Background: an optimization exercise with open tools, aiming at small area and a short achievable clock period. Do not read the settings as production practice.
In this exercise RTL edits were held to simulation tests only and were not proved equivalent to the original.
Power is estimated from default activity; no workload was simulated.

==> flow/design.v <==
module ddr2_cmd_responder #(
  parameter int BA_BITS      = 3,
  parameter int ADDR_BITS    = 13,
  parameter int DQ_BITS      = 16,
  parameter int DM_BITS      = 2,
  parameter int COL_IDX_BITS = 4
) (
  input  logic                 clk,
  input  logic                 rst,
  input  logic                 cke,
  input  logic                 cs_n,
  input  logic                 ras_n,
  input  logic                 cas_n,
  input  logic                 we_n,
  input  logic [BA_BITS-1:0]   ba,
  input  logic [ADDR_BITS-1:0] addr,
  input  logic [DQ_BITS-1:0]   dq_in,
  input  logic [DM_BITS-1:0]   dm,
  output logic [DQ_BITS-1:0]   dq_out,
  output logic                 dq_oe,
  output logic                 ready,
  output logic                 err,
  output logic [2:0]           err_code
);
  localparam int NBANK  = 1 << BA_BITS;
  localparam int NCOL   = 1 << COL_IDX_BITS;
  localparam int DEPTH  = NBANK * NCOL;
  localparam int BYTE_W = DQ_BITS / DM_BITS;
  logic cmd_v, c_mrs, c_ref, c_pre, c_act, c_rw;
  assign cmd_v = !cs_n && cke;
  assign c_mrs = cmd_v && !ras_n && !cas_n && !we_n;
  assign c_ref = cmd_v && !ras_n && !cas_n &&  we_n;
  assign c_pre = cmd_v && !ras_n &&  cas_n && !we_n;
  assign c_act = cmd_v && !ras_n &&  cas_n &&  we_n;
  assign c_rw  = cmd_v &&  ras_n && !cas_n;           
  logic ba0, mode_ok;
  assign ba0     = (ba == '0);
  assign mode_ok = (addr[6:4] == 3'd3 || addr[6:4] == 3'd4 || addr[6:4] == 3'd5)
                   && (addr[2:1] == 2'b01);
  logic pw_q, wm_q, rdy_q, wpa;
  assign wpa = !pw_q && !wm_q && !rdy_q;
  logic [1:0]       clm2_q;           
  logic             bl8_q;
  logic [NBANK-1:0] open_q;
  logic             busy_q, aact_q, rd_q, bbl8_q;
  logic [1:0]       wait_q;
  logic [2:0]       beat_q;
  logic [BA_BITS-1:0]      bank_q;
  logic [COL_IDX_BITS-1:0] bcol_q;    
  logic             err_q;
  logic             ready_o, err_o;   
  logic [2:0]       code_q;
  logic             rv_q;             
  logic             rv2_q;            
  logic [NBANK-1:0][DM_BITS-1:0] wbank_n;   
  logic [NCOL-1:0]  col_n;            
  logic [DEPTH-1:0] rsel;             
  logic [DQ_BITS-1:0] wdata_q;
  logic             dq_oe_q;
  logic [DQ_BITS-1:0] dq_out_q;
  logic open_ba;
  assign open_ba = open_q[ba];
  logic e_ninit, e_mode, e_ref, e_act, e_closed, e_ovl, new_err;
  logic [2:0] new_code;
  assign e_ninit  = (c_ref || c_act || c_rw) && !rdy_q;
  assign e_mode   = c_mrs && ba0 && !mode_ok;
  assign e_ref    = c_ref && rdy_q && (|open_q);
  assign e_act    = c_act && rdy_q && open_ba;
  assign e_closed = c_rw && rdy_q && !open_ba;
  assign e_ovl    = c_rw && rdy_q && open_ba && busy_q;
  assign new_err  = e_ninit || e_mode || e_ref || e_act || e_closed || e_ovl;
  assign new_code = {e_ref || e_closed || e_ovl,
                     e_mode || e_act || e_ovl,
                     e_ninit || e_act || e_closed};
  logic accept, aev, last;
  logic [COL_IDX_BITS-1:0] mask, bcol, bnext;
  assign accept = c_rw && rdy_q && open_ba && !busy_q;
  assign aev    = aact_q && (wait_q == 2'd0);
  assign last   = (beat_q[1:0] == 2'b11) && (beat_q[2] || !bbl8_q);
  assign mask   = bbl8_q ? COL_IDX_BITS'(7) : COL_IDX_BITS'(3);
  assign bcol   = bcol_q;
  assign bnext  = (bcol_q & ~mask) | ((bcol_q + COL_IDX_BITS'(1)) & mask);
  always_ff @(posedge clk) begin
    if (rst) begin
      pw_q    <= 1'b1;
      wm_q    <= 1'b0;
      rdy_q   <= 1'b0;
      clm2_q  <= 2'd1;
      bl8_q   <= 1'b0;
      open_q  <= '0;
      busy_q  <= 1'b0;
      aact_q  <= 1'b0;
      err_q   <= 1'b0;
      code_q  <= 3'd0;
      ready_o <= 1'b0;
      err_o   <= 1'b0;
    end else begin
      pw_q  <= pw_q && !cke;
      wm_q  <= (wm_q && !(c_mrs && ba0)) || (wpa && c_pre && addr[10]);
      rdy_q <= rdy_q || (wm_q && c_mrs && ba0);
      ready_o <= ready_o || (wm_q && c_mrs && ba0);
      err_o   <= err_o || new_err;
      if (c_mrs && ba0 && mode_ok) begin
        clm2_q <= 2'(addr[6:4] - 3'd2);
        bl8_q  <= addr[0];
      end
      for (int b = 0; b < NBANK; b++) begin
        if (c_pre && (addr[10] || ba == BA_BITS'(b))) open_q[b] <= 1'b0;
        else if (c_act && rdy_q && ba == BA_BITS'(b)) open_q[b] <= 1'b1;
      end
      if (!busy_q) begin
        busy_q <= accept;
        aact_q <= accept;
      end else begin
        if (aev && last) aact_q <= 1'b0;
        if ((aev && last && !rd_q) || (!aact_q && !rv_q)) busy_q <= 1'b0;
      end
      if (!err_q) begin
        err_q  <= new_err;
        code_q <= new_code;
      end
    end
  end
  always_ff @(posedge clk) begin
    if (!busy_q) begin
      rd_q    <= we_n;
      bank_q  <= ba;
      bcol_q  <= addr[COL_IDX_BITS-1:0];
      bbl8_q  <= bl8_q;
      wait_q  <= we_n ? clm2_q - 2'd1 : clm2_q;    
      beat_q  <= 3'd0;
    end else if (aact_q) begin
      if (wait_q != 2'd0) wait_q <= wait_q - 2'd1;
      else begin
        beat_q <= beat_q + 3'd1;
        bcol_q <= bnext;
      end
    end
  end
  always_ff @(posedge clk) begin
    rv_q    <= aev && rd_q && !rst;
    for (int b = 0; b < NBANK; b++) begin
      for (int y = 0; y < DM_BITS; y++)
        wbank_n[b][y] <= !(aev && !rd_q && !rst && bank_q == BA_BITS'(b) && !dm[y]);
    end
    for (int c = 0; c < NCOL; c++) col_n[c] <= (bcol != COL_IDX_BITS'(c));
    for (int w = 0; w < DEPTH; w++)
      rsel[w] <= aev && rd_q && bank_q == BA_BITS'(w / NCOL) && bcol == COL_IDX_BITS'(w % NCOL);
    wdata_q <= dq_in;
  end
  logic [DEPTH-1:0][DQ_BITS-1:0] mem_q;
  logic [DEPTH-1:0][DM_BITS-1:0] wen;
  for (genvar w = 0; w < DEPTH; w++) begin : g_word
    for (genvar y = 0; y < DM_BITS; y++) begin : g_byte
      ddr2_nor2 u_we (.a(wbank_n[w / NCOL][y]), .b(col_n[w % NCOL]), .y(wen[w][y]));
      always_ff @(posedge clk)
        if (wen[w][y]) mem_q[w][y*BYTE_W +: BYTE_W] <= wdata_q[y*BYTE_W +: BYTE_W];
    end
  end
  localparam int N1 = (DEPTH + 2) / 3;       
  localparam int N2 = (N1 + 3) / 4;          
  localparam int N3 = (N2 + 3) / 4;          
  logic [DQ_BITS-1:0][N3-1:0] l3_q;    
  for (genvar b = 0; b < DQ_BITS; b++) begin : g_bit
    logic [N1-1:0] l1;
    logic [N2-1:0] l2;
    logic [N3-1:0] l3;
    for (genvar g = 0; g < N1; g++) begin : g_l1
      if (3*g + 2 < DEPTH) begin : g_3
        ddr2_aoi222 u (.a0(rsel[3*g]),   .b0(mem_q[3*g][b]),
                       .a1(rsel[3*g+1]), .b1(mem_q[3*g+1][b]),
                       .a2(rsel[3*g+2]), .b2(mem_q[3*g+2][b]), .y(l1[g]));
      end else begin : g_2
        ddr2_aoi22 u (.a0(rsel[3*g]),   .b0(mem_q[3*g][b]),
                      .a1(rsel[3*g+1]), .b1(mem_q[3*g+1][b]), .y(l1[g]));
      end
    end
    for (genvar g = 0; g < N2; g++) begin : g_l2
      if (4*g + 3 < N1) begin : g_4
        ddr2_nand4 u (.a(l1[4*g]), .b(l1[4*g+1]), .c(l1[4*g+2]), .d(l1[4*g+3]), .y(l2[g]));
      end else begin : g_3
        ddr2_nand3 u (.a(l1[4*g]), .b(l1[4*g+1]), .c(l1[4*g+2]), .y(l2[g]));
      end
    end
    for (genvar g = 0; g < N3; g++) begin : g_l3
      if (4*g + 3 < N2) begin : g_4
        ddr2_nor4 u (.a(l2[4*g]), .b(l2[4*g+1]), .c(l2[4*g+2]), .d(l2[4*g+3]), .y(l3[g]));
      end else begin : g_3
        ddr2_nor3 u (.a(l2[4*g]), .b(l2[4*g+1]), .c(l2[4*g+2]), .y(l3[g]));
      end
    end
    always_ff @(posedge clk) l3_q[b] <= l3;
  end
  always_ff @(posedge clk) begin
    if (rst) begin
      dq_oe_q  <= 1'b0;
      dq_out_q <= '0;
    end else begin
      dq_oe_q  <= rv2_q;
      for (int b = 0; b < DQ_BITS; b++) dq_out_q[b] <= rv2_q && !(&l3_q[b]);
    end
  end
  always_ff @(posedge clk) begin
    rv2_q  <= rv_q && !rst;
  end
  assign dq_out   = dq_out_q;
  assign dq_oe    = dq_oe_q;
  assign ready    = ready_o;
  assign err      = err_o;
  assign err_code = code_q;
endmodule
module ddr2_nor2 (input logic a, b, output logic y);
  assign y = !(a || b);
endmodule
module ddr2_aoi222 (input logic a0, b0, a1, b1, a2, b2, output logic y);
  assign y = !((a0 && b0) || (a1 && b1) || (a2 && b2));
endmodule
module ddr2_aoi22 (input logic a0, b0, a1, b1, output logic y);
  assign y = !((a0 && b0) || (a1 && b1));
endmodule
module ddr2_nand4 (input logic a, b, c, d, output logic y);
  assign y = !(a && b && c && d);
endmodule
module ddr2_nand3 (input logic a, b, c, output logic y);
  assign y = !(a && b && c);
endmodule
module ddr2_nor4 (input logic a, b, c, d, output logic y);
  assign y = !(a || b || c || d);
endmodule
module ddr2_nor3 (input logic a, b, c, output logic y);
  assign y = !(a || b || c);
endmodule
Settings: LEC_CHECK=0, CAP_MARGIN=0, CORE_MARGIN=2, CORE_UTILIZATION=50, CTS_CLUSTER_DIAMETER=70, CTS_CLUSTER_SIZE=30, PLACE_DENSITY=0.6, SETUP_SLACK_MARGIN=3.0, SLEW_MARGIN=0, SYNTH_HIERARCHICAL=1, SYNTH_MINIMUM_KEEP_SIZE=0; clock period 5.5 ns.
run.sh (not shown) runs the stock make flow with config.mk's settings and CLKGATE_MAP_FILE= SYNTH_SCRIPT=/design/flow/synth_recipe.tcl, a recipe that flattens the netlist after the stock synthesis.
The starting point ran to the end with no violations.
==> next run, changes <==
Settings changed: CORE_UTILIZATION 50 to 56, CTS_CLUSTER_DIAMETER 70 to 60, CTS_CLUSTER_SIZE 30 to 26, PLACE_DENSITY 0.6 to 0.66.
Result:
- count of clock-buffer cells in the layout goes down by 3
- hold slack got worse by 0.0079 ns
- final cell count goes down by 3.1%
- clock skew went down by 0.0066 ns
- via count increases by 0.89%
- global-route usage climbs by 3.0 points
- sequential power hardly moves
- fmax fell by 0.62%
- worst setup slack loses 0.016 ns
- power climbs by 1.9%

## re-timing with driven ports
In the flow no input, the clock included, has a driving cell. The finished layouts below were timed again as built, in two steps.
Step 1, drivers: a clkbuf_16 drives clk and a buf_2 each remaining input, both assumed.
Step 2, shift: input delay + t, output delay - t, t = (earliest + latest rising clock arrival at the registers) / 2. This alone moves slack from input paths to output paths.
a / b / c = ideal ports / drivers / drivers and shift; a / b = the first two.
run	t, ns	setup WS [ns]	worst slew at a driven data input, ns
the first run	0.869	3.015 / 2.971 / 2.302	0.05
the second run	0.867	2.999 / 2.991 / 2.257	0.04
After both steps setup and hold are still met in every run listed. For the second run, which loses most, drivers alone change the setup slack by -0.008 ns; drivers and shift together by -0.742 ns.
